This design comes from an exercise in tuning for small area, a short achievable clock period and few clock cycles per item on the open sky130 flow, not from production work.
Where RTL was checked, it was by simulation tests only, not by an equivalence proof against the original.
No functional check of the RTL was part of run 1.

==> flow/design.v, too long to show whole: its modules and the start of the top module <==
// module lwe_axil_slave: 163 lines
// module lwe_reg_file: 35 lines
// module lwe_keygen_engine: 121 lines
// module lwe_fold32: 240 lines
// module lwe_macc2: 854 lines
// module lwe_fold16: 28 lines
// module lwe_keygen_top: 35 lines
module lwe_keygen_top #(
    parameter int unsigned                     Q         = 3329,
    parameter logic [lwe_regs_pkg::ADDR_W-1:0] BASE_ADDR = 32'h4000_6000
) (
    input  logic                            clk,
    input  logic                            rst_n,
    input  logic                            awvalid,
    output logic                            awready,
    input  logic [lwe_regs_pkg::ADDR_W-1:0] awaddr,
    input  logic                            wvalid,
    output logic                            wready,
    input  logic [lwe_regs_pkg::DATA_W-1:0] wdata,
    output logic                            bvalid,
    input  logic                            bready,
    output logic [1:0]                      bresp,
    input  logic                            arvalid,
    output logic                            arready,
    input  logic [lwe_regs_pkg::ADDR_W-1:0] araddr,
    output logic                            rvalid,
    input  logic                            rready,
    output logic [lwe_regs_pkg::DATA_W-1:0] rdata,
    output logic [1:0]                      rresp
);
  // ...
==> flow/flow/run.sh <==
#!/bin/bash
# The standard layout, with three changes made through ORFS variables:
# - the port buffers are buf_2 cells instead of the default delay buffers;
# - clock tree synthesis clusters up to 24 sinks per leaf buffer and adds no dummy loads;
# - the resizer's setup repair aims at 22.8 ns of slack on the 30 ns clock.
# Each tool's output goes to a log file in this folder.
set -euo pipefail
bash standard.sh \
  BUFFER_PORTS_ARGS="-buffer_cell sky130_fd_sc_hd__buf_2" \
  CTS_ARGS="-sink_clustering_enable -repair_clock_nets -dont_use_dummy_load -sink_clustering_size 24 -sink_clustering_max_diameter 120" \
  SETUP_SLACK_MARGIN=22.8 \
  finish > standard_finish.log 2>&1
==> flow/standard.sh <==
#!/bin/bash
# synth_recipe.tcl (not shown) runs the flow's synth.tcl, then flattens the netlist and writes it again
# the make line also repeats each setting of config.mk as NAME=value (left out here)
make -C /OpenROAD-flow-scripts/flow DESIGN_CONFIG=/design/flow/config.mk WORK_HOME=/design/flow/orfs CLKGATE_MAP_FILE= SYNTH_SCRIPT=/design/flow/synth_recipe.tcl "${@:-finish}"
==> flow/config.mk <==
export PLATFORM = sky130hd
export DESIGN_NAME = lwe_keygen_top
export DESIGN_NICKNAME = lwe_keygen_top
export VERILOG_FILES = /design/flow/design.v
export SDC_FILE = /design/flow/constraint.sdc
export NUM_CORES = 4
export LEC_CHECK = 0
export CAP_MARGIN = 20
export CORE_MARGIN = 2
export CORE_UTILIZATION = 40
export PLACE_DENSITY = 0.6
export SETUP_SLACK_MARGIN = 1.5
export SLEW_MARGIN = 20
==> flow/constraint.sdc <==
create_clock -name core_clock -period 30.0 [get_ports {clk}]
set_input_delay 6.0000 -clock core_clock [delete_from_list [all_inputs] [get_ports {clk}]]
set_output_delay 6.0000 -clock core_clock [all_outputs]
set_load 0.01 [all_outputs]
==> metrics.csv, run 1 <==
stage,metric,value,unit
placed_design,port_buffers,117,
grt,grt_overflow,0,
clock_network,ctsLongestPathBuffers,3,
worst_setup_path,slowest_stage,dfrtp_2,
run,maxCapViolations,0,
cells_and_area,layout.clock_buffers,27,
worst_setup_path,cp.arrival,1.23,ns
outcome,status,finished clean,
yosys,synth_area_leader_cell,edfxtp_1,
clock_network,clk_latency,0.62,ns
detailed_routing,wirelength,87700,um
worst_setup_path,worstPathRequired,24.00,ns
floorplan,core,82100,sq um
detailed_routing,wl_met1,36800,um
floorplan,die_h,292,um
cells_and_area,n_fill_cell,7437,
min_path,whs_path_depth,0,
timing,setup_viol,0,
yosys,yosys.area_share.simple,8.19,%
detailed_routing,met2WireLength,42000,um
placed_design,dp_hpwl,62000,um
grt,antenna_found_initial,5,
detailed_routing,wire_per_inst,22.9,um
timing,worst_clock_skew,0.0736,ns
grt,grt_usage,20.6,%
cells_and_area,layout-drive-gt1-share,16.8,%
detailed_routing,ant_nets,0,
==> module lwe_keygen_engine, before the edit <==
module lwe_keygen_engine (
    input  logic         clk,
    input  logic         rst_n,
    input  logic [31:0]  wdata,
    input  logic         w_load,
    output logic         w_held_d0,
    input  logic         op_wr,
    input  logic [4:0]   op_idx,
    input  logic         start,
    input  logic [4:0]   rd_idx,     
    output logic [11:0]  rd_op,      
    output logic         ops_free,   
    input  logic [191:0] mat_a,
    input  logic [47:0]  vec_s,
    input  logic [47:0]  vec_e,
    output logic         busy,
    output logic         done,
    output logic         active,
    output logic         hold,
    output logic         hold_d,
    output logic [3:0]   pend,
    output logic [11:0]  wr_data,
    output logic         wr_en,
    output logic [4:0]   wr_idx
);
    logic [31:0] rbuf;
    logic [15:0] ybuf;
    logic        r_v, y_v;
    logic [4:0]  r_idx, y_idx;
    logic        run;
    logic [2:0]  cnt;
    logic [1:0]  wait_n;
    logic [2:0]  nxt;
    logic [11:0] op_a0, op_a1, op_b0, op_b1, op_e;
    logic [25:0] addend, esum;
    logic [15:0] fold;
    logic        hazard, step, row_done;
    assign ops_free = !(start || run);
    assign nxt = !ops_free ? cnt + {2'b0, step} :
                 !rd_idx[4] ? {rd_idx[3:2], rd_idx[1]} :
                 rd_idx[2]  ? {rd_idx[1:0], 1'b0} : {2'b00, rd_idx[1]};
    assign rd_op = !rd_idx[4] ? (rd_idx[0] ? op_a1 : op_a0) :
                   rd_idx[2]  ? op_e : (rd_idx[0] ? op_b1 : op_b0);
    always_ff @(posedge clk) begin
        op_a0 <= mat_a[{nxt, 1'b0}*12 +: 12];
        op_a1 <= mat_a[{nxt, 1'b1}*12 +: 12];
        op_b0 <= nxt[0] ? vec_s[24 +: 12] : vec_s[0  +: 12];
        op_b1 <= nxt[0] ? vec_s[36 +: 12] : vec_s[12 +: 12];
        op_e  <= vec_e[nxt[2:1]*12 +: 12];
    end
    assign addend = cnt[0] ? rbuf[25:0] : {14'b0, op_e};
    lwe_macc2 u_macc (
        .a0(op_a0), .b0(op_b0), .a1(op_a1), .b1(op_b1), .c(addend), .y(esum)
    );
    lwe_fold32 u_fold32 (.x(rbuf), .y(fold));
    lwe_fold16 u_fold16 (.y(ybuf), .r(wr_data));
    assign hazard = y_v && (y_idx == 5'd0 || y_idx == 5'd1 || y_idx == 5'd16 ||
                            y_idx == 5'd17 || y_idx == 5'd20);
    assign step     = run && (wait_n == 2'd0);
    assign hold_d   = hold ? !(y_v && y_idx == 5'd27) : (step && cnt == 3'd0);
    assign row_done = step && cnt[0];
    always_ff @(posedge clk) begin
        if (run) begin
            rbuf <= {6'b0, esum};
        end else if (w_load) begin
            rbuf <= wdata;
        end
        ybuf  <= fold;
        r_idx <= run ? {3'b110, cnt[2:1]} : op_idx;
        y_idx <= r_idx;
    end
    assign w_held_d0 = rbuf[0];
    assign wr_en     = y_v;
    assign wr_idx    = y_idx;
    always_ff @(posedge clk or negedge rst_n) begin
        if (!rst_n) begin
            busy   <= 1'b0;
            done   <= 1'b0;
            active <= 1'b0;
            hold   <= 1'b0;
            pend   <= 4'b0;
            run    <= 1'b0;
            cnt    <= 3'd0;
            wait_n <= 2'd0;
            r_v    <= 1'b0;
            y_v    <= 1'b0;
        end else begin
            r_v  <= op_wr || row_done;
            y_v  <= r_v;
            hold <= hold_d;
            if (start) begin
                busy   <= 1'b1;
                done   <= 1'b0;
                active <= 1'b1;
                pend   <= 4'hF;
                run    <= 1'b1;
                wait_n <= {1'b0, hazard};
            end else begin
                if (wait_n != 2'd0) begin
                    wait_n <= wait_n - 2'd1;
                end
                if (step && cnt == 3'd0) begin
                    busy <= 1'b0;
                    done <= 1'b1;
                end
                if (step && cnt == 3'd7) begin
                    run <= 1'b0;
                end
                if (y_v && y_idx[4:3] == 2'b11) begin
                    pend[y_idx[1:0]] <= 1'b0;
                    if (y_idx[1:0] == 2'd3) begin
                        active <= 1'b0;
                    end
                end
            end
            if (step) begin
                cnt <= cnt + 3'd1;
            end
        end
    end
endmodule
==> module lwe_fold32, before the edit <==
module lwe_fold32 (
    input  logic [31:0] x,
    output logic [15:0] y
);
    wire f_1 = x[0] ^ x[12] ^ x[15];
    wire f_2 = (x[0] | x[12]) & (x[0] | x[15]) & (x[12] | x[15]);
    wire f_3 = x[11] ^ x[14] ^ x[15];
    wire f_4 = (x[11] | x[14]) & (x[11] | x[15]) & (x[14] | x[15]);
    wire f_5 = x[16] ^ x[17] ^ x[19];
    wire f_6 = (x[16] | x[17]) & (x[16] | x[19]) & (x[17] | x[19]);
    wire f_7 = x[21] ^ x[22] ^ x[23];
    wire f_8 = (x[21] | x[22]) & (x[21] | x[23]) & (x[22] | x[23]);
    wire f_9 = x[1] ^ x[12] ^ x[13];
    wire f_10 = (x[1] | x[12]) & (x[1] | x[13]) & (x[12] | x[13]);
    wire f_11 = x[15] ^ x[18] ^ x[19];
    wire f_12 = (x[15] | x[18]) & (x[15] | x[19]) & (x[18] | x[19]);
    wire f_13 = x[20] ^ x[21] ^ x[26];
    wire f_14 = (x[20] | x[21]) & (x[20] | x[26]) & (x[21] | x[26]);
    wire f_15 = x[2] ^ x[12] ^ x[13];
    wire f_16 = (x[2] | x[12]) & (x[2] | x[13]) & (x[12] | x[13]);
    wire f_17 = x[14] ^ x[15] ^ x[16];
    wire f_18 = (x[14] | x[15]) & (x[14] | x[16]) & (x[15] | x[16]);
    wire f_19 = x[3] ^ x[12] ^ x[13];
    wire f_20 = (x[3] | x[12]) & (x[3] | x[13]) & (x[12] | x[13]);
    wire f_21 = x[4] ^ x[12] ^ x[13];
    wire f_22 = (x[4] | x[12]) & (x[4] | x[13]) & (x[12] | x[13]);
    wire f_23 = x[5] ^ x[12] ^ x[13];
    wire f_24 = (x[5] | x[12]) & (x[5] | x[13]) & (x[12] | x[13]);
    wire f_25 = x[14] ^ x[15];
    wire f_26 = x[14] & x[15];
    wire f_27 = x[6] ^ x[12] ^ x[13];
    wire f_28 = (x[6] | x[12]) & (x[6] | x[13]) & (x[12] | x[13]);
    wire f_29 = x[14] ^ x[15] ^ x[16];
    wire f_30 = (x[14] | x[15]) & (x[14] | x[16]) & (x[15] | x[16]);
    wire f_31 = x[7] ^ x[12] ^ x[13];
    wire f_32 = (x[7] | x[12]) & (x[7] | x[13]) & (x[12] | x[13]);
    wire f_33 = x[14] ^ x[15] ^ x[16];
    wire f_34 = (x[14] | x[15]) & (x[14] | x[16]) & (x[15] | x[16]);
    wire f_35 = x[17] ^ x[18];
    wire f_36 = x[17] & x[18];
    wire f_37 = x[8] ^ x[13] ^ x[14];
    wire f_38 = (x[8] | x[13]) & (x[8] | x[14]) & (x[13] | x[14]);
    wire f_39 = x[18] ^ x[23] ^ x[24];
    wire f_40 = (x[18] | x[23]) & (x[18] | x[24]) & (x[23] | x[24]);
    wire f_41 = x[25] ^ x[26];
    wire f_42 = x[25] & x[26];
    wire f_43 = x[9] ^ x[12] ^ x[14];
    wire f_44 = (x[9] | x[12]) & (x[9] | x[14]) & (x[12] | x[14]);
    wire f_45 = x[15] ^ x[19];
    wire f_46 = x[15] & x[19];
    wire f_47 = x[10] ^ x[13] ^ x[17];
    wire f_48 = (x[10] | x[13]) & (x[10] | x[17]) & (x[13] | x[17]);
    wire f_49 = x[19] ^ x[20];
    wire f_50 = x[19] & x[20];
    wire f_51 = x[16] ^ x[18] ^ x[20];
    wire f_52 = (x[16] | x[18]) & (x[16] | x[20]) & (x[18] | x[20]);
    wire f_53 = x[21] ^ x[22] ^ x[23];
    wire f_54 = (x[21] | x[22]) & (x[21] | x[23]) & (x[22] | x[23]);
    wire f_55 = x[24] ^ x[26] ^ x[27];
    wire f_56 = (x[24] | x[26]) & (x[24] | x[27]) & (x[26] | x[27]);
    wire f_57 = x[24] ^ x[25] ^ x[27];
    wire f_58 = (x[24] | x[25]) & (x[24] | x[27]) & (x[25] | x[27]);
    wire f_59 = x[28] ^ x[30];
    wire f_60 = x[28] & x[30];
    wire f_61 = x[27] ^ x[29] ^ x[30];
    wire f_62 = (x[27] | x[29]) & (x[27] | x[30]) & (x[29] | x[30]);
    wire f_63 = f_2 ^ f_9 ^ f_11;
    wire f_64 = (f_2 | f_9) & (f_2 | f_11) & (f_9 | f_11);
    wire f_65 = f_13 ^ f_6;
    wire f_66 = f_13 & f_6;
    wire f_67 = x[20] ^ x[22] ^ x[28];
    wire f_68 = (x[20] | x[22]) & (x[20] | x[28]) & (x[22] | x[28]);
    wire f_69 = x[31] ^ f_15 ^ f_17;
    wire f_70 = (x[31] | f_15) & (x[31] | f_17) & (f_15 | f_17);
    wire f_71 = f_10 ^ f_12 ^ f_14;
    wire f_72 = (f_10 | f_12) & (f_10 | f_14) & (f_12 | f_14);
    wire f_73 = x[14] ^ x[16] ^ x[17];
    wire f_74 = (x[14] | x[16]) & (x[14] | x[17]) & (x[16] | x[17]);
    wire f_75 = x[21] ^ x[23] ^ x[29];
    wire f_76 = (x[21] | x[23]) & (x[21] | x[29]) & (x[23] | x[29]);
    wire f_77 = f_19 ^ f_16 ^ f_18;
    wire f_78 = (f_19 | f_16) & (f_19 | f_18) & (f_16 | f_18);
    wire f_79 = x[14] ^ x[15] ^ x[17];
    wire f_80 = (x[14] | x[15]) & (x[14] | x[17]) & (x[15] | x[17]);
    wire f_81 = x[18] ^ x[22] ^ x[24];
    wire f_82 = (x[18] | x[22]) & (x[18] | x[24]) & (x[22] | x[24]);
    wire f_83 = x[30] ^ f_21 ^ f_20;
    wire f_84 = (x[30] | f_21) & (x[30] | f_20) & (f_21 | f_20);
    wire f_85 = x[16] ^ x[18] ^ x[19];
    wire f_86 = (x[16] | x[18]) & (x[16] | x[19]) & (x[18] | x[19]);
    wire f_87 = x[23] ^ x[25] ^ x[31];
    wire f_88 = (x[23] | x[25]) & (x[23] | x[31]) & (x[25] | x[31]);
    wire f_89 = f_23 ^ f_25 ^ f_22;
    wire f_90 = (f_23 | f_25) & (f_23 | f_22) & (f_25 | f_22);
    wire f_91 = x[17] ^ x[19] ^ x[20];
    wire f_92 = (x[17] | x[19]) & (x[17] | x[20]) & (x[19] | x[20]);
    wire f_93 = x[24] ^ x[26] ^ f_27;
    wire f_94 = (x[24] | x[26]) & (x[24] | f_27) & (x[26] | f_27);
    wire f_95 = f_29 ^ f_24 ^ f_26;
    wire f_96 = (f_29 | f_24) & (f_29 | f_26) & (f_24 | f_26);
    wire f_97 = x[20] ^ x[21] ^ x[25];
    wire f_98 = (x[20] | x[21]) & (x[20] | x[25]) & (x[21] | x[25]);
    wire f_99 = x[27] ^ f_31 ^ f_33;
    wire f_100 = (x[27] | f_31) & (x[27] | f_33) & (f_31 | f_33);
    wire f_101 = f_35 ^ f_28 ^ f_30;
    wire f_102 = (f_35 | f_28) & (f_35 | f_30) & (f_28 | f_30);
    wire f_103 = x[27] ^ x[30] ^ x[31];
    wire f_104 = (x[27] | x[30]) & (x[27] | x[31]) & (x[30] | x[31]);
    wire f_105 = f_37 ^ f_39 ^ f_41;
    wire f_106 = (f_37 | f_39) & (f_37 | f_41) & (f_39 | f_41);
    wire f_107 = f_32 ^ f_34 ^ f_36;
    wire f_108 = (f_32 | f_34) & (f_32 | f_36) & (f_34 | f_36);
    wire f_109 = x[23] ^ x[26] ^ x[28];
    wire f_110 = (x[23] | x[26]) & (x[23] | x[28]) & (x[26] | x[28]);
    wire f_111 = x[30] ^ f_43 ^ f_45;
    wire f_112 = (x[30] | f_43) & (x[30] | f_45) & (f_43 | f_45);
    wire f_113 = f_38 ^ f_40 ^ f_42;
    wire f_114 = (f_38 | f_40) & (f_38 | f_42) & (f_40 | f_42);
    wire f_115 = x[21] ^ x[22] ^ x[25];
    wire f_116 = (x[21] | x[22]) & (x[21] | x[25]) & (x[22] | x[25]);
    wire f_117 = x[28] ^ x[29] ^ f_47;
    wire f_118 = (x[28] | x[29]) & (x[28] | f_47) & (x[29] | f_47);
    wire f_119 = f_49 ^ f_44 ^ f_46;
    wire f_120 = (f_49 | f_44) & (f_49 | f_46) & (f_44 | f_46);
    wire f_121 = x[29] ^ x[30] ^ x[31];
    wire f_122 = (x[29] | x[30]) & (x[29] | x[31]) & (x[30] | x[31]);
    wire f_123 = f_3 ^ f_51 ^ f_53;
    wire f_124 = (f_3 | f_51) & (f_3 | f_53) & (f_51 | f_53);
    wire f_125 = f_55 ^ f_48 ^ f_50;
    wire f_126 = (f_55 | f_48) & (f_55 | f_50) & (f_48 | f_50);
    wire f_127 = f_4 ^ f_52;
    wire f_128 = f_4 & f_52;
    wire f_129 = x[31] ^ f_1 ^ f_5;
    wire f_130 = (x[31] | f_1) & (x[31] | f_5) & (f_1 | f_5);
    wire f_131 = f_8 ^ f_61 ^ f_63;
    wire f_132 = (f_8 | f_61) & (f_8 | f_63) & (f_61 | f_63);
    wire f_133 = f_65 ^ f_58;
    wire f_134 = f_65 & f_58;
    wire f_135 = f_67 ^ f_69 ^ f_71;
    wire f_136 = (f_67 | f_69) & (f_67 | f_71) & (f_69 | f_71);
    wire f_137 = f_62 ^ f_64 ^ f_66;
    wire f_138 = (f_62 | f_64) & (f_62 | f_66) & (f_64 | f_66);
    wire f_139 = f_73 ^ f_75 ^ f_77;
    wire f_140 = (f_73 | f_75) & (f_73 | f_77) & (f_75 | f_77);
    wire f_141 = f_68 ^ f_70 ^ f_72;
    wire f_142 = (f_68 | f_70) & (f_68 | f_72) & (f_70 | f_72);
    wire f_143 = f_79 ^ f_81 ^ f_83;
    wire f_144 = (f_79 | f_81) & (f_79 | f_83) & (f_81 | f_83);
    wire f_145 = f_74 ^ f_76 ^ f_78;
    wire f_146 = (f_74 | f_76) & (f_74 | f_78) & (f_76 | f_78);
    wire f_147 = f_85 ^ f_87 ^ f_89;
    wire f_148 = (f_85 | f_87) & (f_85 | f_89) & (f_87 | f_89);
    wire f_149 = f_80 ^ f_82 ^ f_84;
    wire f_150 = (f_80 | f_82) & (f_80 | f_84) & (f_82 | f_84);
    wire f_151 = f_91 ^ f_93 ^ f_95;
    wire f_152 = (f_91 | f_93) & (f_91 | f_95) & (f_93 | f_95);
    wire f_153 = f_86 ^ f_88 ^ f_90;
    wire f_154 = (f_86 | f_88) & (f_86 | f_90) & (f_88 | f_90);
    wire f_155 = f_97 ^ f_99 ^ f_101;
    wire f_156 = (f_97 | f_99) & (f_97 | f_101) & (f_99 | f_101);
    wire f_157 = f_92 ^ f_94 ^ f_96;
    wire f_158 = (f_92 | f_94) & (f_92 | f_96) & (f_94 | f_96);
    wire f_159 = f_103 ^ f_105 ^ f_107;
    wire f_160 = (f_103 | f_105) & (f_103 | f_107) & (f_105 | f_107);
    wire f_161 = f_98 ^ f_100 ^ f_102;
    wire f_162 = (f_98 | f_100) & (f_98 | f_102) & (f_100 | f_102);
    wire f_163 = f_109 ^ f_111 ^ f_113;
    wire f_164 = (f_109 | f_111) & (f_109 | f_113) & (f_111 | f_113);
    wire f_165 = f_104 ^ f_106 ^ f_108;
    wire f_166 = (f_104 | f_106) & (f_104 | f_108) & (f_106 | f_108);
    wire f_167 = f_115 ^ f_117 ^ f_119;
    wire f_168 = (f_115 | f_117) & (f_115 | f_119) & (f_117 | f_119);
    wire f_169 = f_110 ^ f_112 ^ f_114;
    wire f_170 = (f_110 | f_112) & (f_110 | f_114) & (f_112 | f_114);
    wire f_171 = f_121 ^ f_123 ^ f_125;
    wire f_172 = (f_121 | f_123) & (f_121 | f_125) & (f_123 | f_125);
    wire f_173 = f_116 ^ f_118 ^ f_120;
    wire f_174 = (f_116 | f_118) & (f_116 | f_120) & (f_118 | f_120);
    wire f_175 = f_54 ^ f_56 ^ f_127;
    wire f_176 = (f_54 | f_56) & (f_54 | f_127) & (f_56 | f_127);
    wire f_177 = f_122 ^ f_124 ^ f_126;
    wire f_178 = (f_122 | f_124) & (f_122 | f_126) & (f_124 | f_126);
    wire f_179 = f_7 ^ f_57;
    wire f_180 = f_7 & f_57;
    wire f_181 = f_60 ^ f_131 ^ f_133;
    wire f_182 = (f_60 | f_131) & (f_60 | f_133) & (f_131 | f_133);
    wire f_183 = f_135 ^ f_137 ^ f_132;
    wire f_184 = (f_135 | f_137) & (f_135 | f_132) & (f_137 | f_132);
    wire f_185 = f_139 ^ f_141 ^ f_136;
    wire f_186 = (f_139 | f_141) & (f_139 | f_136) & (f_141 | f_136);
    wire f_187 = f_143 ^ f_145 ^ f_140;
    wire f_188 = (f_143 | f_145) & (f_143 | f_140) & (f_145 | f_140);
    wire f_189 = f_147 ^ f_149 ^ f_144;
    wire f_190 = (f_147 | f_149) & (f_147 | f_144) & (f_149 | f_144);
    wire f_191 = f_151 ^ f_153 ^ f_148;
    wire f_192 = (f_151 | f_153) & (f_151 | f_148) & (f_153 | f_148);
    wire f_193 = f_155 ^ f_157 ^ f_152;
    wire f_194 = (f_155 | f_157) & (f_155 | f_152) & (f_157 | f_152);
    wire f_195 = f_159 ^ f_161 ^ f_156;
    wire f_196 = (f_159 | f_161) & (f_159 | f_156) & (f_161 | f_156);
    wire f_197 = f_163 ^ f_165 ^ f_160;
    wire f_198 = (f_163 | f_165) & (f_163 | f_160) & (f_165 | f_160);
    wire f_199 = f_167 ^ f_169 ^ f_164;
    wire f_200 = (f_167 | f_169) & (f_167 | f_164) & (f_169 | f_164);
    wire f_201 = f_171 ^ f_173 ^ f_168;
    wire f_202 = (f_171 | f_173) & (f_171 | f_168) & (f_173 | f_168);
    wire f_203 = f_175 ^ f_177 ^ f_172;
    wire f_204 = (f_175 | f_177) & (f_175 | f_172) & (f_177 | f_172);
    wire f_205 = f_128 ^ f_176;
    wire f_206 = f_128 & f_176;
    wire f_207 = f_59 ^ f_129;
    wire f_208 = f_59 & f_129;
    wire f_209 = f_130 ^ f_181 ^ f_180;
    wire f_210 = (f_130 | f_181) & (f_130 | f_180) & (f_181 | f_180);
    wire f_211 = f_134 ^ f_183 ^ f_182;
    wire f_212 = (f_134 | f_183) & (f_134 | f_182) & (f_183 | f_182);
    wire f_213 = f_138 ^ f_185 ^ f_184;
    wire f_214 = (f_138 | f_185) & (f_138 | f_184) & (f_185 | f_184);
    wire f_215 = f_142 ^ f_187 ^ f_186;
    wire f_216 = (f_142 | f_187) & (f_142 | f_186) & (f_187 | f_186);
    wire f_217 = f_146 ^ f_189 ^ f_188;
    wire f_218 = (f_146 | f_189) & (f_146 | f_188) & (f_189 | f_188);
    wire f_219 = f_150 ^ f_191 ^ f_190;
    wire f_220 = (f_150 | f_191) & (f_150 | f_190) & (f_191 | f_190);
    wire f_221 = f_154 ^ f_193 ^ f_192;
    wire f_222 = (f_154 | f_193) & (f_154 | f_192) & (f_193 | f_192);
    wire f_223 = f_158 ^ f_195 ^ f_194;
    wire f_224 = (f_158 | f_195) & (f_158 | f_194) & (f_195 | f_194);
    wire f_225 = f_162 ^ f_197 ^ f_196;
    wire f_226 = (f_162 | f_197) & (f_162 | f_196) & (f_197 | f_196);
    wire f_227 = f_166 ^ f_199 ^ f_198;
    wire f_228 = (f_166 | f_199) & (f_166 | f_198) & (f_199 | f_198);
    wire f_229 = f_170 ^ f_201 ^ f_200;
    wire f_230 = (f_170 | f_201) & (f_170 | f_200) & (f_201 | f_200);
    wire f_231 = f_174 ^ f_203 ^ f_202;
    wire f_232 = (f_174 | f_203) & (f_174 | f_202) & (f_203 | f_202);
    wire f_233 = f_178 ^ f_205 ^ f_204;
    wire f_234 = (f_178 | f_205) & (f_178 | f_204) & (f_205 | f_204);
    assign y = {1'b0, f_206, f_233, f_231, f_229, f_227, f_225, f_223, f_221, f_219, f_217, f_215, f_213, f_211, f_209, f_179} + {1'b0, f_234, f_232, f_230, f_228, f_226, f_224, f_222, f_220, f_218, f_216, f_214, f_212, f_210, f_208, f_207};
endmodule
==> module lwe_fold16, before the edit <==
module lwe_fold16 (
    input  logic [15:0] y,
    output logic [11:0] r
);
    logic [11:0] t;
    logic [12:0] z, d;
    always_comb begin
        case (y[15:12])
            4'd0: t = 12'd0;
            4'd1: t = 12'd767;
            4'd2: t = 12'd1534;
            4'd3: t = 12'd2301;
            4'd4: t = 12'd3068;
            4'd5: t = 12'd506;
            4'd6: t = 12'd1273;
            4'd7: t = 12'd2040;
            4'd8: t = 12'd2807;
            4'd9: t = 12'd245;
            4'd10: t = 12'd1012;
            4'd11: t = 12'd1779;
            4'd12: t = 12'd2546;
            default: t = 12'd0;
        endcase
    end
    assign z = {1'b0, y[11:0]} + {1'b0, t};
    assign d = z - (z >= 13'd6658 ? 13'd6658 : (z >= 13'd3329 ? 13'd3329 : 13'd0));
    assign r = d[11:0];
endmodule
==> run 2, diff against run 1 <==
--- a/flow/design.v
+++ b/flow/design.v
@@ -242,3 +242,3 @@
     logic [31:0] rbuf;
-    logic [15:0] ybuf;
+    logic [14:0] ybuf;
     logic        r_v, y_v;
@@ -251,3 +251,3 @@
     logic [25:0] addend, esum;
-    logic [15:0] fold;
+    logic [14:0] fold;
     logic        hazard, step, row_done;
@@ -339,239 +339,129 @@
     input  logic [31:0] x,
-    output logic [15:0] y
+    output logic [14:0] y
 );
-    wire f_1 = x[0] ^ x[12] ^ x[15];
-    wire f_2 = (x[0] | x[12]) & (x[0] | x[15]) & (x[12] | x[15]);
-    wire f_3 = x[11] ^ x[14] ^ x[15];
-    wire f_4 = (x[11] | x[14]) & (x[11] | x[15]) & (x[14] | x[15]);
-    wire f_5 = x[16] ^ x[17] ^ x[19];
-    wire f_6 = (x[16] | x[17]) & (x[16] | x[19]) & (x[17] | x[19]);
-    wire f_7 = x[21] ^ x[22] ^ x[23];
-    wire f_8 = (x[21] | x[22]) & (x[21] | x[23]) & (x[22] | x[23]);
-    wire f_9 = x[1] ^ x[12] ^ x[13];
-    wire f_10 = (x[1] | x[12]) & (x[1] | x[13]) & (x[12] | x[13]);
-    wire f_11 = x[15] ^ x[18] ^ x[19];
-    wire f_12 = (x[15] | x[18]) & (x[15] | x[19]) & (x[18] | x[19]);
-    wire f_13 = x[20] ^ x[21] ^ x[26];
-    wire f_14 = (x[20] | x[21]) & (x[20] | x[26]) & (x[21] | x[26]);
-    wire f_15 = x[2] ^ x[12] ^ x[13];
-    wire f_16 = (x[2] | x[12]) & (x[2] | x[13]) & (x[12] | x[13]);
-    wire f_17 = x[14] ^ x[15] ^ x[16];
-    wire f_18 = (x[14] | x[15]) & (x[14] | x[16]) & (x[15] | x[16]);
-    wire f_19 = x[3] ^ x[12] ^ x[13];
-    wire f_20 = (x[3] | x[12]) & (x[3] | x[13]) & (x[12] | x[13]);
-    wire f_21 = x[4] ^ x[12] ^ x[13];
-    wire f_22 = (x[4] | x[12]) & (x[4] | x[13]) & (x[12] | x[13]);
-    wire f_23 = x[5] ^ x[12] ^ x[13];
-    wire f_24 = (x[5] | x[12]) & (x[5] | x[13]) & (x[12] | x[13]);
-    wire f_25 = x[14] ^ x[15];
-    wire f_26 = x[14] & x[15];
-    wire f_27 = x[6] ^ x[12] ^ x[13];
-    wire f_28 = (x[6] | x[12]) & (x[6] | x[13]) & (x[12] | x[13]);
-    wire f_29 = x[14] ^ x[15] ^ x[16];
-    wire f_30 = (x[14] | x[15]) & (x[14] | x[16]) & (x[15] | x[16]);
-    wire f_31 = x[7] ^ x[12] ^ x[13];
-    wire f_32 = (x[7] | x[12]) & (x[7] | x[13]) & (x[12] | x[13]);
-    wire f_33 = x[14] ^ x[15] ^ x[16];
-    wire f_34 = (x[14] | x[15]) & (x[14] | x[16]) & (x[15] | x[16]);
-    wire f_35 = x[17] ^ x[18];
-    wire f_36 = x[17] & x[18];
-    wire f_37 = x[8] ^ x[13] ^ x[14];
-    wire f_38 = (x[8] | x[13]) & (x[8] | x[14]) & (x[13] | x[14]);
-    wire f_39 = x[18] ^ x[23] ^ x[24];
-    wire f_40 = (x[18] | x[23]) & (x[18] | x[24]) & (x[23] | x[24]);
-    wire f_41 = x[25] ^ x[26];
-    wire f_42 = x[25] & x[26];
-    wire f_43 = x[9] ^ x[12] ^ x[14];
-    wire f_44 = (x[9] | x[12]) & (x[9] | x[14]) & (x[12] | x[14]);
-    wire f_45 = x[15] ^ x[19];
-    wire f_46 = x[15] & x[19];
-    wire f_47 = x[10] ^ x[13] ^ x[17];
-    wire f_48 = (x[10] | x[13]) & (x[10] | x[17]) & (x[13] | x[17]);
-    wire f_49 = x[19] ^ x[20];
-    wire f_50 = x[19] & x[20];
-    wire f_51 = x[16] ^ x[18] ^ x[20];
-    wire f_52 = (x[16] | x[18]) & (x[16] | x[20]) & (x[18] | x[20]);
-    wire f_53 = x[21] ^ x[22] ^ x[23];
-    wire f_54 = (x[21] | x[22]) & (x[21] | x[23]) & (x[22] | x[23]);
-    wire f_55 = x[24] ^ x[26] ^ x[27];
-    wire f_56 = (x[24] | x[26]) & (x[24] | x[27]) & (x[26] | x[27]);
-    wire f_57 = x[24] ^ x[25] ^ x[27];
-    wire f_58 = (x[24] | x[25]) & (x[24] | x[27]) & (x[25] | x[27]);
-    wire f_59 = x[28] ^ x[30];
-    wire f_60 = x[28] & x[30];
-    wire f_61 = x[27] ^ x[29] ^ x[30];
-    wire f_62 = (x[27] | x[29]) & (x[27] | x[30]) & (x[29] | x[30]);
-    wire f_63 = f_2 ^ f_9 ^ f_11;
-    wire f_64 = (f_2 | f_9) & (f_2 | f_11) & (f_9 | f_11);
-    wire f_65 = f_13 ^ f_6;
-    wire f_66 = f_13 & f_6;
-    wire f_67 = x[20] ^ x[22] ^ x[28];
-    wire f_68 = (x[20] | x[22]) & (x[20] | x[28]) & (x[22] | x[28]);
-    wire f_69 = x[31] ^ f_15 ^ f_17;
-    wire f_70 = (x[31] | f_15) & (x[31] | f_17) & (f_15 | f_17);
-    wire f_71 = f_10 ^ f_12 ^ f_14;
-    wire f_72 = (f_10 | f_12) & (f_10 | f_14) & (f_12 | f_14);
-    wire f_73 = x[14] ^ x[16] ^ x[17];
-    wire f_74 = (x[14] | x[16]) & (x[14] | x[17]) & (x[16] | x[17]);
-    wire f_75 = x[21] ^ x[23] ^ x[29];
-    wire f_76 = (x[21] | x[23]) & (x[21] | x[29]) & (x[23] | x[29]);
-    wire f_77 = f_19 ^ f_16 ^ f_18;
-    wire f_78 = (f_19 | f_16) & (f_19 | f_18) & (f_16 | f_18);
-    wire f_79 = x[14] ^ x[15] ^ x[17];
-    wire f_80 = (x[14] | x[15]) & (x[14] | x[17]) & (x[15] | x[17]);
-    wire f_81 = x[18] ^ x[22] ^ x[24];
-    wire f_82 = (x[18] | x[22]) & (x[18] | x[24]) & (x[22] | x[24]);
-    wire f_83 = x[30] ^ f_21 ^ f_20;
-    wire f_84 = (x[30] | f_21) & (x[30] | f_20) & (f_21 | f_20);
-    wire f_85 = x[16] ^ x[18] ^ x[19];
-    wire f_86 = (x[16] | x[18]) & (x[16] | x[19]) & (x[18] | x[19]);
-    wire f_87 = x[23] ^ x[25] ^ x[31];
-    wire f_88 = (x[23] | x[25]) & (x[23] | x[31]) & (x[25] | x[31]);
-    wire f_89 = f_23 ^ f_25 ^ f_22;
-    wire f_90 = (f_23 | f_25) & (f_23 | f_22) & (f_25 | f_22);
-    wire f_91 = x[17] ^ x[19] ^ x[20];
-    wire f_92 = (x[17] | x[19]) & (x[17] | x[20]) & (x[19] | x[20]);
-    wire f_93 = x[24] ^ x[26] ^ f_27;
-    wire f_94 = (x[24] | x[26]) & (x[24] | f_27) & (x[26] | f_27);
-    wire f_95 = f_29 ^ f_24 ^ f_26;
-    wire f_96 = (f_29 | f_24) & (f_29 | f_26) & (f_24 | f_26);
-    wire f_97 = x[20] ^ x[21] ^ x[25];
-    wire f_98 = (x[20] | x[21]) & (x[20] | x[25]) & (x[21] | x[25]);
-    wire f_99 = x[27] ^ f_31 ^ f_33;
-    wire f_100 = (x[27] | f_31) & (x[27] | f_33) & (f_31 | f_33);
-    wire f_101 = f_35 ^ f_28 ^ f_30;
-    wire f_102 = (f_35 | f_28) & (f_35 | f_30) & (f_28 | f_30);
-    wire f_103 = x[27] ^ x[30] ^ x[31];
-    wire f_104 = (x[27] | x[30]) & (x[27] | x[31]) & (x[30] | x[31]);
-    wire f_105 = f_37 ^ f_39 ^ f_41;
-    wire f_106 = (f_37 | f_39) & (f_37 | f_41) & (f_39 | f_41);
-    wire f_107 = f_32 ^ f_34 ^ f_36;
-    wire f_108 = (f_32 | f_34) & (f_32 | f_36) & (f_34 | f_36);
-    wire f_109 = x[23] ^ x[26] ^ x[28];
-    wire f_110 = (x[23] | x[26]) & (x[23] | x[28]) & (x[26] | x[28]);
-    wire f_111 = x[30] ^ f_43 ^ f_45;
-    wire f_112 = (x[30] | f_43) & (x[30] | f_45) & (f_43 | f_45);
-    wire f_113 = f_38 ^ f_40 ^ f_42;
-    wire f_114 = (f_38 | f_40) & (f_38 | f_42) & (f_40 | f_42);
-    wire f_115 = x[21] ^ x[22] ^ x[25];
-    wire f_116 = (x[21] | x[22]) & (x[21] | x[25]) & (x[22] | x[25]);
-    wire f_117 = x[28] ^ x[29] ^ f_47;
-    wire f_118 = (x[28] | x[29]) & (x[28] | f_47) & (x[29] | f_47);
-    wire f_119 = f_49 ^ f_44 ^ f_46;
-    wire f_120 = (f_49 | f_44) & (f_49 | f_46) & (f_44 | f_46);
-    wire f_121 = x[29] ^ x[30] ^ x[31];
-    wire f_122 = (x[29] | x[30]) & (x[29] | x[31]) & (x[30] | x[31]);
-    wire f_123 = f_3 ^ f_51 ^ f_53;
-    wire f_124 = (f_3 | f_51) & (f_3 | f_53) & (f_51 | f_53);
-    wire f_125 = f_55 ^ f_48 ^ f_50;
-    wire f_126 = (f_55 | f_48) & (f_55 | f_50) & (f_48 | f_50);
-    wire f_127 = f_4 ^ f_52;
-    wire f_128 = f_4 & f_52;
-    wire f_129 = x[31] ^ f_1 ^ f_5;
-    wire f_130 = (x[31] | f_1) & (x[31] | f_5) & (f_1 | f_5);
-    wire f_131 = f_8 ^ f_61 ^ f_63;
-    wire f_132 = (f_8 | f_61) & (f_8 | f_63) & (f_61 | f_63);
-    wire f_133 = f_65 ^ f_58;
-    wire f_134 = f_65 & f_58;
-    wire f_135 = f_67 ^ f_69 ^ f_71;
-    wire f_136 = (f_67 | f_69) & (f_67 | f_71) & (f_69 | f_71);
-    wire f_137 = f_62 ^ f_64 ^ f_66;
-    wire f_138 = (f_62 | f_64) & (f_62 | f_66) & (f_64 | f_66);
-    wire f_139 = f_73 ^ f_75 ^ f_77;
-    wire f_140 = (f_73 | f_75) & (f_73 | f_77) & (f_75 | f_77);
-    wire f_141 = f_68 ^ f_70 ^ f_72;
-    wire f_142 = (f_68 | f_70) & (f_68 | f_72) & (f_70 | f_72);
-    wire f_143 = f_79 ^ f_81 ^ f_83;
-    wire f_144 = (f_79 | f_81) & (f_79 | f_83) & (f_81 | f_83);
-    wire f_145 = f_74 ^ f_76 ^ f_78;
-    wire f_146 = (f_74 | f_76) & (f_74 | f_78) & (f_76 | f_78);
-    wire f_147 = f_85 ^ f_87 ^ f_89;
-    wire f_148 = (f_85 | f_87) & (f_85 | f_89) & (f_87 | f_89);
-    wire f_149 = f_80 ^ f_82 ^ f_84;
-    wire f_150 = (f_80 | f_82) & (f_80 | f_84) & (f_82 | f_84);
-    wire f_151 = f_91 ^ f_93 ^ f_95;
-    wire f_152 = (f_91 | f_93) & (f_91 | f_95) & (f_93 | f_95);
-    wire f_153 = f_86 ^ f_88 ^ f_90;
-    wire f_154 = (f_86 | f_88) & (f_86 | f_90) & (f_88 | f_90);
-    wire f_155 = f_97 ^ f_99 ^ f_101;
-    wire f_156 = (f_97 | f_99) & (f_97 | f_101) & (f_99 | f_101);
-    wire f_157 = f_92 ^ f_94 ^ f_96;
-    wire f_158 = (f_92 | f_94) & (f_92 | f_96) & (f_94 | f_96);
-    wire f_159 = f_103 ^ f_105 ^ f_107;
-    wire f_160 = (f_103 | f_105) & (f_103 | f_107) & (f_105 | f_107);
-    wire f_161 = f_98 ^ f_100 ^ f_102;
-    wire f_162 = (f_98 | f_100) & (f_98 | f_102) & (f_100 | f_102);
-    wire f_163 = f_109 ^ f_111 ^ f_113;
-    wire f_164 = (f_109 | f_111) & (f_109 | f_113) & (f_111 | f_113);
-    wire f_165 = f_104 ^ f_106 ^ f_108;
-    wire f_166 = (f_104 | f_106) & (f_104 | f_108) & (f_106 | f_108);
-    wire f_167 = f_115 ^ f_117 ^ f_119;
-    wire f_168 = (f_115 | f_117) & (f_115 | f_119) & (f_117 | f_119);
-    wire f_169 = f_110 ^ f_112 ^ f_114;
-    wire f_170 = (f_110 | f_112) & (f_110 | f_114) & (f_112 | f_114);
-    wire f_171 = f_121 ^ f_123 ^ f_125;
-    wire f_172 = (f_121 | f_123) & (f_121 | f_125) & (f_123 | f_125);
-    wire f_173 = f_116 ^ f_118 ^ f_120;
-    wire f_174 = (f_116 | f_118) & (f_116 | f_120) & (f_118 | f_120);
-    wire f_175 = f_54 ^ f_56 ^ f_127;
-    wire f_176 = (f_54 | f_56) & (f_54 | f_127) & (f_56 | f_127);
-    wire f_177 = f_122 ^ f_124 ^ f_126;
-    wire f_178 = (f_122 | f_124) & (f_122 | f_126) & (f_124 | f_126);
-    wire f_179 = f_7 ^ f_57;
-    wire f_180 = f_7 & f_57;
-    wire f_181 = f_60 ^ f_131 ^ f_133;
-    wire f_182 = (f_60 | f_131) & (f_60 | f_133) & (f_131 | f_133);
-    wire f_183 = f_135 ^ f_137 ^ f_132;
-    wire f_184 = (f_135 | f_137) & (f_135 | f_132) & (f_137 | f_132);
-    wire f_185 = f_139 ^ f_141 ^ f_136;
-    wire f_186 = (f_139 | f_141) & (f_139 | f_136) & (f_141 | f_136);
-    wire f_187 = f_143 ^ f_145 ^ f_140;
-    wire f_188 = (f_143 | f_145) & (f_143 | f_140) & (f_145 | f_140);
-    wire f_189 = f_147 ^ f_149 ^ f_144;
-    wire f_190 = (f_147 | f_149) & (f_147 | f_144) & (f_149 | f_144);
-    wire f_191 = f_151 ^ f_153 ^ f_148;
-    wire f_192 = (f_151 | f_153) & (f_151 | f_148) & (f_153 | f_148);
-    wire f_193 = f_155 ^ f_157 ^ f_152;
-    wire f_194 = (f_155 | f_157) & (f_155 | f_152) & (f_157 | f_152);
-    wire f_195 = f_159 ^ f_161 ^ f_156;
-    wire f_196 = (f_159 | f_161) & (f_159 | f_156) & (f_161 | f_156);
-    wire f_197 = f_163 ^ f_165 ^ f_160;
-    wire f_198 = (f_163 | f_165) & (f_163 | f_160) & (f_165 | f_160);
-    wire f_199 = f_167 ^ f_169 ^ f_164;
-    wire f_200 = (f_167 | f_169) & (f_167 | f_164) & (f_169 | f_164);
-    wire f_201 = f_171 ^ f_173 ^ f_168;
-    wire f_202 = (f_171 | f_173) & (f_171 | f_168) & (f_173 | f_168);
-    wire f_203 = f_175 ^ f_177 ^ f_172;
-    wire f_204 = (f_175 | f_177) & (f_175 | f_172) & (f_177 | f_172);
-    wire f_205 = f_128 ^ f_176;
-    wire f_206 = f_128 & f_176;
-    wire f_207 = f_59 ^ f_129;
-    wire f_208 = f_59 & f_129;
-    wire f_209 = f_130 ^ f_181 ^ f_180;
-    wire f_210 = (f_130 | f_181) & (f_130 | f_180) & (f_181 | f_180);
-    wire f_211 = f_134 ^ f_183 ^ f_182;
-    wire f_212 = (f_134 | f_183) & (f_134 | f_182) & (f_183 | f_182);
-    wire f_213 = f_138 ^ f_185 ^ f_184;
-    wire f_214 = (f_138 | f_185) & (f_138 | f_184) & (f_185 | f_184);
-    wire f_215 = f_142 ^ f_187 ^ f_186;
-    wire f_216 = (f_142 | f_187) & (f_142 | f_186) & (f_187 | f_186);
-    wire f_217 = f_146 ^ f_189 ^ f_188;
-    wire f_218 = (f_146 | f_189) & (f_146 | f_188) & (f_189 | f_188);
-    wire f_219 = f_150 ^ f_191 ^ f_190;
-    wire f_220 = (f_150 | f_191) & (f_150 | f_190) & (f_191 | f_190);
-    wire f_221 = f_154 ^ f_193 ^ f_192;
-    wire f_222 = (f_154 | f_193) & (f_154 | f_192) & (f_193 | f_192);
-    wire f_223 = f_158 ^ f_195 ^ f_194;
-    wire f_224 = (f_158 | f_195) & (f_158 | f_194) & (f_195 | f_194);
-    wire f_225 = f_162 ^ f_197 ^ f_196;
-    wire f_226 = (f_162 | f_197) & (f_162 | f_196) & (f_197 | f_196);
-    wire f_227 = f_166 ^ f_199 ^ f_198;
-    wire f_228 = (f_166 | f_199) & (f_166 | f_198) & (f_199 | f_198);
-    wire f_229 = f_170 ^ f_201 ^ f_200;
-    wire f_230 = (f_170 | f_201) & (f_170 | f_200) & (f_201 | f_200);
-    wire f_231 = f_174 ^ f_203 ^ f_202;
-    wire f_232 = (f_174 | f_203) & (f_174 | f_202) & (f_203 | f_202);
-    wire f_233 = f_178 ^ f_205 ^ f_204;
-    wire f_234 = (f_178 | f_205) & (f_178 | f_204) & (f_205 | f_204);
-    assign y = {1'b0, f_206, f_233, f_231, f_229, f_227, f_225, f_223, f_221, f_219, f_217, f_215, f_213, f_211, f_209, f_179} + {1'b0, f_234, f_232, f_230, f_228, f_226, f_224, f_222, f_220, f_218, f_216, f_214, f_212, f_210, f_208, f_207};
+    wire f_1 = x[1] ^ ~x[13] ^ ~x[15];
+    wire f_2 = (x[1] | ~x[13]) & (x[1] | ~x[15]) & (~x[13] | ~x[15]);
+    wire f_3 = x[2] ^ ~x[14] ^ ~x[16];
+    wire f_4 = (x[2] | ~x[14]) & (x[2] | ~x[16]) & (~x[14] | ~x[16]);
+    wire f_5 = x[3] ^ ~x[15] ^ ~x[17];
+    wire f_6 = (x[3] | ~x[15]) & (x[3] | ~x[17]) & (~x[15] | ~x[17]);
+    wire f_7 = x[4] ^ ~x[16];
+    wire f_8 = x[4] & ~x[16];
+    wire f_9 = x[5] ^ ~x[17];
+    wire f_10 = x[5] & ~x[17];
+    wire f_11 = x[9] ^ ~x[13] ^ ~x[15];
+    wire f_12 = (x[9] | ~x[13]) & (x[9] | ~x[15]) & (~x[13] | ~x[15]);
+    wire f_13 = x[18] ^ x[19];
+    wire f_14 = x[18] & x[19];
+    wire f_15 = x[10] ^ x[12] ^ ~x[14];
+    wire f_16 = (x[10] | x[12]) & (x[10] | ~x[14]) & (x[12] | ~x[14]);
+    wire f_17 = ~x[16] ^ ~x[24] ^ ~x[27];
+    wire f_18 = (~x[16] | ~x[24]) & (~x[16] | ~x[27]) & (~x[24] | ~x[27]);
+    wire f_19 = x[11] ^ x[13] ^ ~x[17];
+    wire f_20 = (x[11] | x[13]) & (x[11] | ~x[17]) & (x[13] | ~x[17]);
+    wire f_21 = x[18] ^ ~x[19] ^ ~x[25];
+    wire f_22 = (x[18] | ~x[19]) & (x[18] | ~x[25]) & (~x[19] | ~x[25]);
+    wire f_23 = x[0] ^ ~x[12];
+    wire f_24 = x[0] & ~x[12];
+    wire f_25 = x[18] ^ x[19] ^ x[21];
+    wire f_26 = (x[18] | x[19]) & (x[18] | x[21]) & (x[19] | x[21]);
+    wire f_27 = x[27] ^ x[30];
+    wire f_28 = x[27] & x[30];
+    wire f_29 = x[20] ^ x[22] ^ x[28];
+    wire f_30 = (x[20] | x[22]) & (x[20] | x[28]) & (x[22] | x[28]);
+    wire f_31 = x[31] ^ f_3 ^ f_2;
+    wire f_32 = (x[31] | f_3) & (x[31] | f_2) & (f_3 | f_2);
+    wire f_33 = x[21] ^ x[23] ^ x[29];
+    wire f_34 = (x[21] | x[23]) & (x[21] | x[29]) & (x[23] | x[29]);
+    wire f_35 = 1'b1 ^ f_5 ^ f_4;
+    wire f_36 = (1'b1 | f_5) & (1'b1 | f_4) & (f_5 | f_4);
+    wire f_37 = ~x[18] ^ x[22] ^ x[24];
+    wire f_38 = (~x[18] | x[22]) & (~x[18] | x[24]) & (x[22] | x[24]);
+    wire f_39 = x[30] ^ f_7 ^ f_6;
+    wire f_40 = (x[30] | f_7) & (x[30] | f_6) & (f_7 | f_6);
+    wire f_41 = ~x[19] ^ x[23] ^ x[25];
+    wire f_42 = (~x[19] | x[23]) & (~x[19] | x[25]) & (x[23] | x[25]);
+    wire f_43 = x[31] ^ f_9 ^ f_8;
+    wire f_44 = (x[31] | f_9) & (x[31] | f_8) & (f_9 | f_8);
+    wire f_45 = x[6] ^ ~x[18] ^ ~x[20];
+    wire f_46 = (x[6] | ~x[18]) & (x[6] | ~x[20]) & (~x[18] | ~x[20]);
+    wire f_47 = x[24] ^ x[26] ^ f_10;
+    wire f_48 = (x[24] | x[26]) & (x[24] | f_10) & (x[26] | f_10);
+    wire f_49 = x[7] ^ ~x[19] ^ ~x[21];
+    wire f_50 = (x[7] | ~x[19]) & (x[7] | ~x[21]) & (~x[19] | ~x[21]);
+    wire f_51 = x[25] ^ x[27];
+    wire f_52 = x[25] & x[27];
+    wire f_53 = x[8] ^ ~x[12] ^ ~x[22];
+    wire f_54 = (x[8] | ~x[12]) & (x[8] | ~x[22]) & (~x[12] | ~x[22]);
+    wire f_55 = x[28] ^ ~x[29];
+    wire f_56 = x[28] & ~x[29];
+    wire f_57 = ~x[23] ^ ~x[26] ^ ~x[30];
+    wire f_58 = (~x[23] | ~x[26]) & (~x[23] | ~x[30]) & (~x[26] | ~x[30]);
+    wire f_59 = 1'b1 ^ f_11 ^ f_13;
+    wire f_60 = (1'b1 | f_11) & (1'b1 | f_13) & (f_11 | f_13);
+    wire f_61 = ~x[31] ^ 1'b1 ^ f_15;
+    wire f_62 = (~x[31] | 1'b1) & (~x[31] | f_15) & (1'b1 | f_15);
+    wire f_63 = f_17 ^ f_12 ^ f_14;
+    wire f_64 = (f_17 | f_12) & (f_17 | f_14) & (f_12 | f_14);
+    wire f_65 = ~x[28] ^ 1'b1 ^ f_19;
+    wire f_66 = (~x[28] | 1'b1) & (~x[28] | f_19) & (1'b1 | f_19);
+    wire f_67 = f_21 ^ f_16 ^ f_18;
+    wire f_68 = (f_21 | f_16) & (f_21 | f_18) & (f_16 | f_18);
+    wire f_69 = x[14] ^ 1'b1 ^ f_20;
+    wire f_70 = (x[14] | 1'b1) & (x[14] | f_20) & (1'b1 | f_20);
+    wire f_71 = x[20] ^ x[26];
+    wire f_72 = x[20] & x[26];
+    wire f_73 = f_1 ^ f_25 ^ f_27;
+    wire f_74 = (f_1 | f_25) & (f_1 | f_27) & (f_25 | f_27);
+    wire f_75 = f_29 ^ f_31 ^ f_26;
+    wire f_76 = (f_29 | f_31) & (f_29 | f_26) & (f_31 | f_26);
+    wire f_77 = f_33 ^ f_35 ^ f_30;
+    wire f_78 = (f_33 | f_35) & (f_33 | f_30) & (f_35 | f_30);
+    wire f_79 = f_37 ^ f_39 ^ f_34;
+    wire f_80 = (f_37 | f_39) & (f_37 | f_34) & (f_39 | f_34);
+    wire f_81 = f_41 ^ f_43 ^ f_38;
+    wire f_82 = (f_41 | f_43) & (f_41 | f_38) & (f_43 | f_38);
+    wire f_83 = f_45 ^ f_47 ^ f_42;
+    wire f_84 = (f_45 | f_47) & (f_45 | f_42) & (f_47 | f_42);
+    wire f_85 = f_49 ^ f_51 ^ f_46;
+    wire f_86 = (f_49 | f_51) & (f_49 | f_46) & (f_51 | f_46);
+    wire f_87 = f_53 ^ f_55 ^ f_50;
+    wire f_88 = (f_53 | f_55) & (f_53 | f_50) & (f_55 | f_50);
+    wire f_89 = f_57 ^ f_59 ^ f_54;
+    wire f_90 = (f_57 | f_59) & (f_57 | f_54) & (f_59 | f_54);
+    wire f_91 = f_61 ^ f_63 ^ f_58;
+    wire f_92 = (f_61 | f_63) & (f_61 | f_58) & (f_63 | f_58);
+    wire f_93 = f_65 ^ f_67 ^ f_62;
+    wire f_94 = (f_65 | f_67) & (f_65 | f_62) & (f_67 | f_62);
+    wire f_95 = f_22 ^ f_69 ^ f_66;
+    wire f_96 = (f_22 | f_69) & (f_22 | f_66) & (f_69 | f_66);
+    wire f_97 = x[29] ^ f_23;
+    wire f_98 = x[29] & f_23;
+    wire f_99 = f_24 ^ f_73 ^ f_72;
+    wire f_100 = (f_24 | f_73) & (f_24 | f_72) & (f_73 | f_72);
+    wire f_101 = f_28 ^ f_75 ^ f_74;
+    wire f_102 = (f_28 | f_75) & (f_28 | f_74) & (f_75 | f_74);
+    wire f_103 = f_32 ^ f_77 ^ f_76;
+    wire f_104 = (f_32 | f_77) & (f_32 | f_76) & (f_77 | f_76);
+    wire f_105 = f_36 ^ f_79 ^ f_78;
+    wire f_106 = (f_36 | f_79) & (f_36 | f_78) & (f_79 | f_78);
+    wire f_107 = f_40 ^ f_81 ^ f_80;
+    wire f_108 = (f_40 | f_81) & (f_40 | f_80) & (f_81 | f_80);
+    wire f_109 = f_44 ^ f_83 ^ f_82;
+    wire f_110 = (f_44 | f_83) & (f_44 | f_82) & (f_83 | f_82);
+    wire f_111 = f_48 ^ f_85 ^ f_84;
+    wire f_112 = (f_48 | f_85) & (f_48 | f_84) & (f_85 | f_84);
+    wire f_113 = f_52 ^ f_87 ^ f_86;
+    wire f_114 = (f_52 | f_87) & (f_52 | f_86) & (f_87 | f_86);
+    wire f_115 = f_56 ^ f_89 ^ f_88;
+    wire f_116 = (f_56 | f_89) & (f_56 | f_88) & (f_89 | f_88);
+    wire f_117 = f_60 ^ f_91 ^ f_90;
+    wire f_118 = (f_60 | f_91) & (f_60 | f_90) & (f_91 | f_90);
+    wire f_119 = f_64 ^ f_93 ^ f_92;
+    wire f_120 = (f_64 | f_93) & (f_64 | f_92) & (f_93 | f_92);
+    wire f_121 = f_68 ^ f_95 ^ f_94;
+    wire f_122 = (f_68 | f_95) & (f_68 | f_94) & (f_95 | f_94);
+    wire f_123 = 1'b1 ^ f_70 ^ f_96;
+    wire f_124 = (1'b1 | f_70) & (1'b1 | f_96) & (f_70 | f_96);
+    assign y = {1'b1, f_123, f_121, f_119, f_117, f_115, f_113, f_111, f_109, f_107, f_105, f_103, f_101, f_99, f_71} + {f_124, f_122, f_120, f_118, f_116, f_114, f_112, f_110, f_108, f_106, f_104, f_102, f_100, f_98, f_97};
 endmodule
@@ -1432,3 +1322,3 @@
 module lwe_fold16 (
-    input  logic [15:0] y,
+    input  logic [14:0] y,
     output logic [11:0] r
@@ -1438,16 +1328,10 @@
     always_comb begin
-        case (y[15:12])
-            4'd0: t = 12'd0;
-            4'd1: t = 12'd767;
-            4'd2: t = 12'd1534;
-            4'd3: t = 12'd2301;
-            4'd4: t = 12'd3068;
-            4'd5: t = 12'd506;
-            4'd6: t = 12'd1273;
-            4'd7: t = 12'd2040;
-            4'd8: t = 12'd2807;
-            4'd9: t = 12'd245;
-            4'd10: t = 12'd1012;
-            4'd11: t = 12'd1779;
-            4'd12: t = 12'd2546;
+        case (y[14:12])
+            3'd0: t = 12'd0;
+            3'd1: t = 12'd767;
+            3'd2: t = 12'd1534;
+            3'd3: t = 12'd2301;
+            3'd4: t = 12'd3068;
+            3'd5: t = 12'd506;
+            3'd6: t = 12'd1273;
             default: t = 12'd0;
==> flow/flow/run.sh (replaced) <==
#!/bin/bash
# The standard layout, with three changes made through ORFS variables:
# - the port buffers are buf_2 cells instead of the default delay buffers;
# - clock tree synthesis clusters up to 28 sinks per leaf buffer and adds no dummy loads;
# - the resizer's setup repair aims at 22.8 ns of slack on the 30 ns clock.
# Each tool's output goes to a log file in this folder.
set -euo pipefail
bash standard.sh \
  BUFFER_PORTS_ARGS="-buffer_cell sky130_fd_sc_hd__buf_2" \
  CTS_ARGS="-sink_clustering_enable -repair_clock_nets -dont_use_dummy_load -sink_clustering_size 28 -sink_clustering_max_diameter 120" \
  SETUP_SLACK_MARGIN=22.8 \
  finish > standard_finish.log 2>&1
==> metrics.csv, run 2 <==
stage,metric,value,unit,change
clock_network,cts_hold_buf,0,,unchanged
yosys,ys.flop_type,edfxtp_1,,unchanged
yosys,yosysWarnings,8,,unchanged
yosys,synth_area_leader_cell,edfxtp_1,,unchanged
yosys,synthArstFlopShare,5.47,%,was 5.41%
grt,first_global_vias,20208,,was 21347
grt,antenna_found_initial,2,,was 5
detailed_routing,vias_per_cell,5.29,,was 5.26
cells_and_area,final_cells,3639,,was 3830
timing,worst_slew_pin_slew,1.09,ns,was 0.999 ns
worst_setup_path,crit_family,flip-flops,,unchanged
min_path,whs_path_depth,0,,unchanged
grt,grt_max_degree,61,,was 62
cells_and_area,nets,3100,,was 3331
timing,tns,0,ns,unchanged
floorplan,core,78900,sq um,was 82100 sq um
clock_network,numCtsBuffers,23,,was 27
timing,hold_violations,0,,unchanged
cells_and_area,reg_top3,"u_reg_file.word (336), u_engine.rbuf (32), u_engine.ybuf (15)",,"was u_reg_file.word (336), u_engine.rbuf (32)"
worst_setup_path,cp_max_fo,2,,unchanged
yosys,synth_area_per_cell,12.7,sq um,was 12.5 sq um
placed_design,dp.cells,3595,,was 3750
yosys,syn-cell-area,31800,sq um,was 33200 sq um
clock_network,clk_latency,0.60,ns,was 0.62 ns
detailed_routing,drc,0,,unchanged
cells_and_area,layout-drive-gt1-share,16.2,%,was 16.8%
cells_and_area,syn_to_final_growth,8.02,%,was 8.90%
worst_setup_path,endpoint_kind,output pin,,unchanged
floorplan,die_w,286,um,was 292 um
timing,rsz0062_at_grt,no,,was yes
outcome,status,finished clean,,unchanged
worst_setup_path,crit_chain,buf_2,,was buf_6
cells_and_area,top_register,u_reg_file.word,,unchanged
timing,period_share,23.8,%,was 24.1%
clock_network,ctsLongestPathBuffers,3,,unchanged
floorplan,pin_count,144,,unchanged
yosys,synth-seq-cells,512,,was 518
min_path,min_path_type,reg -> reg,,unchanged
floorplan,dieArea,81800,sq um,was 85400 sq um
detailed_routing,first_iter_violations,1598,,was 1896
cells_and_area,n_fill_cell,7255,,was 7437
clock_network,cts.clk_slew.worst_paths,0.10,ns,about the same
yosys,synthCells,2511,,was 2651
cells_and_area,final_cell_mix,"inv_1, edfxtp_1, fa_1",,unchanged
detailed_routing,wire_per_inst,22.4,um,was 22.9 um
timing,fin_crit,7.15,ns,was 7.23 ns
placed_design,dp_hpwl,58000,um,was 62000 um
timing,max-slew-margin-rel,27.4,%,was 31.7%
worst_setup_path,worstSetupPathType,reg -> out,,unchanged
detailed_routing,ant_nets,0,,unchanged
floorplan,start_util,40.3,%,was 40.5%
worst_setup_path,cp.arrival,1.15,ns,was 1.23 ns
yosys,synth_edf_count,392,,unchanged
placed_design,place.gp.congestion,0.908,,was 0.897
worst_setup_path,worstPathRequired,24.00,ns,about the same
placed_design,port_buffers,117,,unchanged
yosys,ys_seq_area_share,45.0,%,was 43.4%
worst_setup_path,worst-path-stages,1,,unchanged
worst_setup_path,worst-path-buf-inv,1,,unchanged
yosys,ys_top_cells_by_area,"edfxtp_1, fa_1, dfxtp_1",,unchanged
timing,worst_clock_skew,0.0769,ns,was 0.0736 ns
clock_network,cts_sinks,512,,was 518
timing,final_max_slew_viol_count,0,,unchanged
yosys,synth.distinct_cells,78,,was 73
worst_setup_path,slowest_stage,dfrtp_1,,was dfrtp_2
timing,setup_viol,0,,unchanged
clock_network,cts_tree,yes,,unchanged
grt,grt_usage,20.0,%,was 20.6%
worst_setup_path,max_stage_delay,0.41,ns,was 0.49 ns
cells_and_area,largest_reg_flops,336,,unchanged
clock_network,cts_root_buf,clkbuf_16,,unchanged
detailed_routing,wirelength,81400,um,was 87700 um
timing,max_freq,140,MHz,was 138 MHz
run,maxCapViolations,0,,unchanged
floorplan,die_h,286,um,was 292 um
grt,grt_overflow,0,,unchanged
detailed_routing,firstDrtPassIters,5,,unchanged
grt,grt_pass1_wl,123000,um,was 132000 um
clock_network,cts_htree_levels,1,,unchanged
yosys,netlist.area_leader.share,37.0,%,was 35.4%
detailed_routing,vias,19247,,was 20146
floorplan,rows,103,,was 105
yosys,netlist_top_cells_count,"edfxtp_1, inv_1, fa_1",,"was inv_1, edfxtp_1, fa_1"
worst_setup_path,cp-start-kind,flop,,unchanged
worst_setup_path,r2r_cells,21,,was 22
-- run 2: changes by cell type after synthesis, sizes merged, moves of 7 or more --
cell	change
a21oi	-9
a211oi	-7
nor2	+13
mux4	+12
inv	-69
mux2i	-13
fa	-55
-- run 2: routing by layer --
| layer | global-route usage, % | wire length, um | up-vias |
|---|---|---|---|
| met5 | 0 | 0 | - |
| met4 | 5.54 | 2290 | 0 |
| li1 | - | - | 8495 |
| met3 | 2.75 | 5340 | 119 |
| met1 | 27.4 | 34500 | 10009 |
| met2 | 33.3 | 39200 | 624 |
-- run 2: cells by family after synthesis --
kind of cell / share of synthesized area [%]
simple gates: 8.83
fa+ha+maj: 23.5
compound gates: 5.99
other cells: 0.0118
mux: 8.92
xor+xnor: 1.29
flops: 45.0
buf+inv: 6.47
-- run 2: final timing paths --
check                                     to         startpoint  slack, ns
min reg2reg                u_engine.y_idx[4]  u_engine.r_idx[4]       0.32
max in group asynchronous       u_engine.run              rst_n      24.12
max reg2reg                u_engine.rbuf[24]  u_engine.op_b0[3]      22.93
min in group asynchronous      u_engine.busy              rst_n       5.42
min                        u_engine.y_idx[4]  u_engine.r_idx[4]       0.32
max                                   wready     u_slave.wready      22.85
-- run 2: per-stage QoR --
stage	setup slack [ns]	cell area, sq um	hold WS (ns)	util, %
floorplan	22.61	31900	0.310	-
finish	22.85	34300	0.321	43.5
global placement	22.28	33500	0.317	42.5
detailed placement	22.27	33500	0.318	42.5
CTS	22.80	34100	0.323	43.2
global route	22.77	34300	0.319	43.5
-- run 2: final cells by class --
cell class	instances	area (sq um)	share of cell area (%)
diodes	1	2.50	0.00729
clock buffers	23	576	1.68
well taps	1050	1310	3.83
repair buffers	161	928	2.70
flip-flops and latches	512	14400	41.9
multi-input cells	1500	15700	45.6
inverters	392	1470	4.28
-- run 2: timing repair --
action	CTS	global route
endpoints found under the hold margin	0	0
pin swaps	0	3
resized for setup	27	21
buffers inserted	0	20
setup endpoints to repair	8	9
Testbench counts of run 2, summed over its fixed seeds: cycles 2,432, keygens 64.

-- separate check: timing with driven ports --
Ports are ideal in the flow. The routed layouts listed here were re-timed in OpenROAD.
Step 1 sets driving cells, clkbuf_16 on the clock port and buf_2 on the other inputs (assumed; they add their load-dependent delay and slew).
Step 2 moves the port delays by t, midway between the first and last clock arrival at a register: inputs arrive t later, outputs are due t later. That takes back most of the time a late clock gives input paths.
Slacks: no drivers / after step 1 / after step 2; pairs: no drivers / after step 1.
run | t (ns) | slack for setup (ns) | hold WS [ns] | worst setup path at the end | latest minus earliest clock arrival (ns)
run 1 | 0.640 | 22.772 / 22.711 / 22.259 | 0.334 / 0.334 / 0.334 | input to register | 0.074 / 0.074
run 2 | 0.621 | 22.850 / 22.785 / 22.340 | 0.321 / 0.321 / 0.321 | input to register | 0.077 / 0.077
After both steps every run listed still meets setup and hold. For run 1, which loses most, drivers alone change the setup slack by -0.061 ns; drivers and shift together by -0.513 ns.
